This design comes from an exercise in tuning for small area, a short achievable clock period and few clock cycles on the open sky130 flow, not from production work. At most, simulation tests tie the RTL to the original design; equivalence was not proved. No activity file was given, so power comes from the tool's default toggle rates.

Design pool_accel, start of the top module:
module pool_accel (
    input  logic        clk,
    input  logic        rst,
    input  logic        cmd_valid_i,
    input  logic [1:0]  cmd_op_i,
    input  logic [31:0] cmd_rj_i,
    input  logic [31:0] cmd_rk_i,
    output logic        rsp_valid_o,
    output logic        wb_cyc_o,
    output logic        wb_stb_o,
    output logic        wb_we_o,
    output logic [31:0] wb_adr_o,
    output logic [31:0] wb_dat_o,
    input  logic [31:0] wb_dat_i,
    input  logic        wb_ack_i
);
clock: 10.0 ns
lec_check: 0
cap_margin: 20
core_margin: 2
core_utilization: 40
slew_margin: 20
standard.sh (not shown) runs the stock make flow with config.mk's settings and CLKGATE_MAP_FILE= SYNTH_SCRIPT=/design/flow/synth_recipe.tcl, a recipe that flattens the netlist after the stock synthesis.
==> flow/flow/run.sh <==
#!/bin/bash
# The standard layout, with the port buffers made of plain buffers, a larger
# setup margin for the timing repair, and a clock tree without dummy loads.
set -euo pipefail
export BUFFER_PORTS_ARGS="-buffer_cell sky130_fd_sc_hd__buf_1"
export CTS_ARGS="-sink_clustering_enable -repair_clock_nets -sink_clustering_size 20 -sink_clustering_max_diameter 50 -dont_use_dummy_load -sink_clustering_buffer sky130_fd_sc_hd__clkbuf_8"
bash standard.sh SETUP_SLACK_MARGIN=6.5 finish > layout.log 2>&1
The baseline finished with timing, DRC and antenna clean.
Testbench counts at the start, summed over its fixed seeds: cycles 127,638.
Next try:
==> flow/flow/run.sh (replaced) <==
#!/bin/bash
# The standard layout, with the port buffers made of plain buffers, a larger
# setup margin for the timing repair, and a clock tree without dummy loads.
set -euo pipefail
export BUFFER_PORTS_ARGS="-buffer_cell sky130_fd_sc_hd__buf_1"
export CTS_ARGS="-sink_clustering_enable -repair_clock_nets -sink_clustering_size 30 -sink_clustering_max_diameter 60 -dont_use_dummy_load"
bash standard.sh SETUP_SLACK_MARGIN=6.5 finish > layout.log 2>&1
CORE_UTILIZATION = 55   (was 40)
After rerunning: The changed run produced a clean layout; synthesized cell count does not change; setup slack is worse by 110 ps; power went up by 6.2%; via count went up by 0.31%; routed wire length went up by 0.42%; critical path depth went up by 1; global-route usage went up by 7.5 points; area after synthesis does not change; combinational power went up by about 2%; die area went down by 27%; cell count went down by 6.3%.

========
Starting RTL as in the previous note.
export LEC_CHECK = 0
export CAP_MARGIN = 20
export CORE_MARGIN = 2
export CORE_UTILIZATION = 40
export SLEW_MARGIN = 20
create_clock -name core_clock -period 10.0 [get_ports {clk}]
==> flow/flow/run.sh <==
#!/bin/bash
# The standard layout, with the port buffers made of plain buffers, a larger
# setup margin for the timing repair, and a clock tree without dummy loads.
set -euo pipefail
export BUFFER_PORTS_ARGS="-buffer_cell sky130_fd_sc_hd__buf_1"
export CTS_ARGS="-sink_clustering_enable -repair_clock_nets -sink_clustering_size 30 -sink_clustering_max_diameter 60 -dont_use_dummy_load"
bash standard.sh SETUP_SLACK_MARGIN=6.7 finish > layout.log 2>&1
Testbench counts at the start, summed over its fixed seeds: cycles 127,638.
Edit:
==> flow/flow/run.sh (replaced) <==
#!/bin/bash
# The standard layout, with the port buffers made of plain buffers and a
# larger setup margin for the timing repair.
set -euo pipefail
export BUFFER_PORTS_ARGS="-buffer_cell sky130_fd_sc_hd__buf_1"
bash standard.sh SETUP_SLACK_MARGIN=7.0 finish > layout.log 2>&1
CTS_CLUSTER_DIAMETER = 60   (was not set)
CTS_CLUSTER_SIZE = 30   (was not set)
Setup slack is worse by 21 ps.
Wire length rises by 3.5%.
Die area does not change.
Clock skew falls by 33 ps.
Via count rises by 3.4%.
Global-route usage rises by 0.20 points.
Hold slack is better by 42 ps.
Power rises by 12%.
Edit:
--- a/flow/flow/run.sh
+++ b/flow/flow/run.sh
@@ -5,2 +5,2 @@
 export BUFFER_PORTS_ARGS="-buffer_cell sky130_fd_sc_hd__buf_1"
-bash standard.sh SETUP_SLACK_MARGIN=7.0 finish > layout.log 2>&1
+bash standard.sh SETUP_SLACK_MARGIN=6.5 finish > layout.log 2>&1
Global-route usage went down by 1.6 points. Worst setup slack gains 58 ps. Design area falls by 11%. Total power came out lower by 5.4%. Sequential share of layout area goes up by 4.9 points. Fmax went up by 1.7%. Synthesized area is unchanged.
Edit:
==> flow/flow/run.sh (replaced) <==
#!/bin/bash
# The standard layout, with the port buffers made of plain buffers, a larger
# setup margin for the timing repair, and a clock tree without dummy loads.
set -euo pipefail
export BUFFER_PORTS_ARGS="-buffer_cell sky130_fd_sc_hd__buf_1"
export CTS_ARGS="-sink_clustering_enable -repair_clock_nets -sink_clustering_size 30 -sink_clustering_max_diameter 60 -dont_use_dummy_load"
bash standard.sh SETUP_SLACK_MARGIN=6.5 finish > layout.log 2>&1
CTS_CLUSTER_DIAMETER = not set   (was 60)
CTS_CLUSTER_SIZE = not set   (was 30)
PLACE_DENSITY = 0.75   (was not set)
=> The new run passed the timing, DRC and antenna checks. Area after synthesis stays the same. Clock skew increases by 26 ps. Hold slack is better by 3.2 ps. Clock-buffer cell count decreases by 2.

========
Setup of willow:
The RTL this note starts from:
==> flow/design.v <==
package pool_pkg;
    typedef logic [31:0] word_t;
    typedef logic [7:0] dim_t;
    typedef logic [1:0] ksize_t;
    typedef enum logic {
        POOL_MAX = 1'b0,   
        POOL_SUM = 1'b1    
    } pool_mode_e;
    typedef enum logic [1:0] {
        OP_CONF = 2'd0,
        OP_DEST = 2'd1,
        OP_RUN  = 2'd2
    } cmd_op_e;
    typedef enum logic [1:0] {
        ST_IDLE,
        ST_RUN,
        ST_DRAIN
    } ctrl_state_e;
    localparam int CONF_KSIZE_LSB  = 0;
    localparam int CONF_STRIDE_LSB = 2;
    localparam int CONF_MODE_BIT   = 4;
    localparam int CONF_WIDTH_LSB  = 8;
    localparam int CONF_HEIGHT_LSB = 16;
endpackage
module pool_accel (
    input  logic        clk,
    input  logic        rst,
    input  logic        cmd_valid_i,
    input  logic [1:0]  cmd_op_i,
    input  logic [31:0] cmd_rj_i,
    input  logic [31:0] cmd_rk_i,
    output logic        rsp_valid_o,
    output logic        wb_cyc_o,
    output logic        wb_stb_o,
    output logic        wb_we_o,
    output logic [31:0] wb_adr_o,
    output logic [31:0] wb_dat_o,
    input  logic [31:0] wb_dat_i,
    input  logic        wb_ack_i
);
    logic [31:0] src_q;
    logic [31:0] dst_q;
    logic [7:0]  w_q;
    logic [7:0]  h_q;
    logic [1:0]  k_q;       
    logic [1:0]  s_q;       
    logic        mode_q;    
    logic        busy_q;
    logic        rsp_q;
    logic        cmd_acc;
    logic        conf_acc;
    logic        dest_acc;
    logic        run_acc;
    logic        fits;
    assign cmd_acc  = cmd_valid_i && !busy_q;
    assign conf_acc = cmd_acc && (cmd_op_i == 2'd0);
    assign dest_acc = cmd_acc && (cmd_op_i == 2'd1);
    assign run_acc  = cmd_acc && (cmd_op_i == 2'd2);
    assign fits     = ({6'd0, k_q} <= w_q) && ({6'd0, k_q} <= h_q);
    always_ff @(posedge clk) begin
        if (conf_acc) begin
            src_q  <= cmd_rj_i;
            k_q    <= (cmd_rk_i[1:0] == 2'd0) ? 2'd1 : cmd_rk_i[1:0];
            s_q    <= (cmd_rk_i[3:2] == 2'd0) ? 2'd1 : cmd_rk_i[3:2];
            mode_q <= cmd_rk_i[4];
            w_q    <= cmd_rk_i[15:8];
            h_q    <= cmd_rk_i[23:16];
        end
        if (dest_acc) begin
            dst_q <= cmd_rj_i;
        end
    end
    logic        k1;
    logic        k3;
    logic [12:0] w4;        
    logic [12:0] km1w4;     
    logic [12:0] sw4;       
    logic [1:0]  jump;      
    assign k1    = (k_q == 2'd1);
    assign k3    = (k_q == 2'd3);
    assign w4    = {3'd0, w_q, 2'd0};
    assign km1w4 = k3 ? {2'd0, w_q, 3'd0} : (k1 ? 13'd0 : w4);
    assign sw4   = (s_q[1] ? {2'd0, w_q, 3'd0} : 13'd0) + (s_q[0] ? w4 : 13'd0);
    assign jump  = (s_q > k_q) ? (s_q - k_q + 2'd1) : 2'd1;
    logic [1:0]  i_q;
    logic [7:0]  c_q;
    logic [1:0]  cnt_q;
    logic [7:0]  y_q;
    logic        rdone_q;    
    logic [12:0] dlt_q;      
    logic        i_end;
    logic        nxt_cpl;
    logic        x_fits;
    logic        y_fits;
    logic [1:0]  cstep;
    logic [12:0] dlt_nxt;
    assign i_end   = (i_q == k_q - 2'd1);
    assign nxt_cpl = i_end && (cnt_q == 2'd0);
    assign x_fits  = ({1'b0, c_q} + {7'd0, s_q} + 9'd1) <= {1'b0, w_q};
    assign y_fits  = ({1'b0, y_q} + {7'd0, s_q} + {7'd0, k_q}) <= {1'b0, h_q};
    assign cstep   = (cnt_q == 2'd0) ? jump : 2'd1;
    always_comb begin
        if (!i_end) begin
            dlt_nxt = w4;
        end else if (cnt_q != 2'd0 || x_fits) begin
            dlt_nxt = {9'd0, cstep, 2'd0} - km1w4;
        end else begin
            dlt_nxt = sw4 - km1w4 - {3'd0, c_q, 2'd0};
        end
    end
    logic        stb_q;
    logic        we_q;
    logic [31:0] adr_q;
    logic [31:0] oth_q;
    logic        t_first_q;  
    logic        t_last_q;
    logic        t_cpl_q;
    logic        pend_q;     
    logic        wq_q;       
    logic [31:0] d_q;
    logic        dv_q;
    logic        d_first_q;
    logic        d_last_q;
    logic        d_cpl_q;
    logic [31:0] acc_q;      
    logic        cv_q;       
    logic        c_cpl_q;    
    logic [31:0] c1_q;       
    logic [31:0] p2_q;       
    logic [31:0] res_q;
    logic        bnd;
    logic        go_w;
    logic        go_r;
    logic        swap;
    logic        fin;
    logic [31:0] adr_sum;
    assign bnd     = busy_q && (!stb_q || wb_ack_i);
    assign go_w    = wq_q || (cv_q && c_cpl_q);
    assign go_r    = !go_w && !rdone_q && (!nxt_cpl || !pend_q || (stb_q && we_q));
    assign swap    = go_w || we_q;
    assign fin     = busy_q && rdone_q && stb_q && we_q && wb_ack_i;
    assign adr_sum = adr_q + (we_q ? 32'd4 : {{19{dlt_q[12]}}, dlt_q});
    always_ff @(posedge clk) begin
        if (rst) begin
            busy_q  <= 1'b0;
            rsp_q   <= 1'b0;
            stb_q   <= 1'b0;
            pend_q  <= 1'b0;
            wq_q    <= 1'b0;
            rdone_q <= 1'b1;
        end else begin
            rsp_q <= conf_acc || dest_acc || (run_acc && !fits) || fin;
            if (run_acc && fits) begin
                busy_q  <= 1'b1;
                rdone_q <= 1'b0;
                pend_q  <= 1'b0;
                wq_q    <= 1'b0;
            end
            if (fin) begin
                busy_q <= 1'b0;
            end
            if (cv_q && c_cpl_q) begin
                wq_q <= 1'b1;
            end
            if (stb_q && we_q && wb_ack_i) begin
                pend_q <= 1'b0;
            end
            if (bnd) begin
                stb_q <= go_w || go_r;
                if (go_w) begin
                    wq_q <= 1'b0;
                end
                if (go_r && nxt_cpl) begin
                    pend_q <= 1'b1;
                end
                if (go_r && nxt_cpl && !x_fits && !y_fits) begin
                    rdone_q <= 1'b1;
                end
            end
        end
    end
    always_ff @(posedge clk) begin
        if (run_acc) begin
            adr_q <= src_q;
            oth_q <= dst_q;
            we_q  <= 1'b0;
            dlt_q <= '0;
            i_q   <= '0;
            c_q   <= '0;
            cnt_q <= k_q - 2'd1;
            y_q   <= '0;
        end else if (bnd && (go_w || go_r)) begin
            we_q  <= go_w;
            adr_q <= swap ? oth_q : adr_sum;
            if (swap) begin
                oth_q <= adr_sum;
            end
            if (go_r) begin
                t_first_q <= (i_q == 2'd0);
                t_last_q  <= i_end;
                t_cpl_q   <= nxt_cpl;
                dlt_q     <= dlt_nxt;
                if (!i_end) begin
                    i_q <= i_q + 2'd1;
                end else begin
                    i_q <= '0;
                    if (cnt_q != 2'd0) begin
                        cnt_q <= cnt_q - 2'd1;
                        c_q   <= c_q + 8'd1;
                    end else if (x_fits) begin
                        cnt_q <= (s_q > k_q) ? k_q - 2'd1 : s_q - 2'd1;
                        c_q   <= c_q + {6'd0, jump};
                    end else begin
                        cnt_q <= k_q - 2'd1;
                        c_q   <= '0;
                        y_q   <= y_q + {6'd0, s_q};
                    end
                end
            end
        end
    end
    logic        sa_q;       
    logic        sp_q;       
    logic        sc_q;       
    logic        wb_p2_q;    
    logic [31:0] ux;
    logic [32:0] ut;
    logic [31:0] u;
    assign ux = ({32{sa_q}} & d_q) | ({32{sp_q}} & p2_q) | ({32{sc_q}} & c1_q);
    assign ut = {acc_q[31], acc_q} + ({ux[31], ux} ^ {33{!mode_q}}) + {32'd0, !mode_q};
    assign u  = mode_q ? ut[31:0] : (ut[32] ? ux : acc_q);
    always_ff @(posedge clk) begin
        d_q       <= wb_dat_i;
        d_first_q <= t_first_q;
        d_last_q  <= t_last_q;
        d_cpl_q   <= t_cpl_q;
        c_cpl_q   <= d_cpl_q;
        if (rst) begin
            dv_q    <= 1'b0;
            cv_q    <= 1'b0;
            sa_q    <= 1'b0;
            sp_q    <= 1'b0;
            sc_q    <= 1'b0;
            wb_p2_q <= 1'b0;
        end else begin
            dv_q    <= stb_q && !we_q && wb_ack_i;
            cv_q    <= dv_q && d_last_q;
            sa_q    <= stb_q && !we_q && wb_ack_i && !t_first_q;
            sp_q    <= dv_q && d_last_q && d_cpl_q && k3;
            sc_q    <= (dv_q && d_last_q && (d_cpl_q ? !k1 && !k3 : k3)) || (cv_q && c_cpl_q && k3);
            wb_p2_q <= (dv_q && d_last_q && !d_cpl_q && k3) || (cv_q && c_cpl_q && k3);
        end
    end
    always_ff @(posedge clk) begin
        if (dv_q) begin
            acc_q <= d_first_q ? d_q : u;
        end
        if (wb_p2_q) begin
            p2_q <= u;
        end
        if (wb_p2_q || (cv_q && !k3)) begin
            c1_q <= acc_q;
        end
        if (cv_q && c_cpl_q) begin
            res_q <= k1 ? acc_q : u;
        end
    end
    assign rsp_valid_o = rsp_q;
    assign wb_cyc_o    = stb_q;
    assign wb_stb_o    = stb_q;
    assign wb_we_o     = we_q;
    assign wb_adr_o    = adr_q;
    assign wb_dat_o    = res_q;
endmodule
clock: 10.0 ns
lec_check: 0
cap_margin: 20
core_margin: 2
core_utilization: 40
setup_slack_margin: 5
slew_margin: 20
==> flow/flow/run.sh <==
#!/bin/bash
# The standard layout, with the port buffers made of plain buffers.
set -euo pipefail
export BUFFER_PORTS_ARGS="-buffer_cell sky130_fd_sc_hd__buf_1"
bash standard.sh finish > layout.log 2>&1
The inputs of nickel differ from those of willow as listed below.
Settings: an added CTS_BUF_LIST of sky130_fd_sc_hd__clkbuf_4; a deleted SETUP_SLACK_MARGIN that had been 5.
==> flow/run.sh (new file) <==
#!/bin/bash
# synth_recipe.tcl (not shown) runs the flow's synth.tcl, then flattens the netlist and writes it again
# the make line also repeats each setting of config.mk as NAME=value (left out here)
make -C /OpenROAD-flow-scripts/flow DESIGN_CONFIG=/design/flow/config.mk WORK_HOME=/design/flow/orfs CLKGATE_MAP_FILE= SYNTH_SCRIPT=/design/flow/synth_recipe.tcl finish
removed: flow/flow/run.sh
removed: flow/standard.sh
Notes after the runs:
Of nickel and willow, the lower share of the core filled with cells belongs to willow.
Comparing nickel and willow, the lower sum of net half-perimeters after detailed placement is on willow.
nickel vs willow: number of clock buffer instances in the layout up
Side by side, count of buffers not belonging to the clock network in the layout turned out lower in nickel than in willow.
From willow to nickel the numbers moved as follows: combinational power went up, count of cell instances traversed by the critical path went down.
Input-level comparison between harbor and nickel:
Settings: an added SETUP_SLACK_MARGIN of 5; a deleted CTS_BUF_LIST that had been sky130_fd_sc_hd__clkbuf_4.
[summary]
harbor: PASS, flow complete, no timing, DRC or antenna violations. The flow did not stop early for nickel: all stages ran, and the layout cleared the timing, DRC and antenna checks. nickel and harbor ended up with nearly the same hold slack. The run showing the smaller arrival time reported for the critical path endpoint is harbor. Relative to nickel, final design area excluding fillers increased by 0.79% in harbor. On post-detailed-route via-to-cell ratio, nickel and harbor are neck and neck. Diff nickel -> harbor: transition time at the pin with the least slew margin up 16 ps; smallest setup slack after layout went up 600 ps; total of buffers placed on input and output ports neither gained nor lost much. Of harbor and nickel, it is harbor that has the higher total power. The final reports for harbor and nickel show growth of design area from synthesis to finish higher in the former.
No functional check of the RTL was part of any run of this note.

## static timing again, ports no longer ideal
The flow's constraints put no driver on any port. The routed layouts listed below were extracted and timed again, unchanged, in two steps.
Step 1, drivers: a clkbuf_16 drives clk and a buf_2 each remaining input, both assumed.
Step 2, shift: input delay + t, output delay - t, t = (earliest + latest rising clock arrival at the registers) / 2. This alone moves slack from input paths to output paths.
Three values: ideal, step 1, step 2; two values: the first two.
run	shift t [ns]	setup WS [ns]	hold slack, ns	worst setup path at the end	worst slew at a driven data input, ns
the first run of note 1	0.571	6.539 / 6.519 / 6.119	0.287 / 0.287 / 0.287	input to register	0.10
the second run of note 1	0.594	6.434 / 6.434 / 6.079	0.352 / 0.352 / 0.352	input to register	0.10
the first run of note 2	0.577	6.531 / 6.531 / 6.215	0.294 / 0.294 / 0.294	input to register	0.11
the second run of note 2	0.623	6.510 / 6.510 / 6.369	0.336 / 0.336 / 0.336	input to register	0.10
the third run of note 2	0.597	6.568 / 6.513 / 6.090	0.340 / 0.340 / 0.340	input to register	0.11
the fourth run of note 2	0.586	6.562 / 6.562 / 6.084	0.344 / 0.344 / 0.344	input to register	0.10
willow	0.635	5.214 / 5.214 / 5.056	0.354 / 0.354 / 0.354	input to register	0.11
nickel	0.903	4.594 / 4.594 / 4.594	0.349 / 0.349 / 0.349	register to register	0.11
harbor	0.627	5.189 / 5.189 / 4.744	0.347 / 0.347 / 0.347	input to register	0.11
After both steps setup and hold are still met in every run listed.
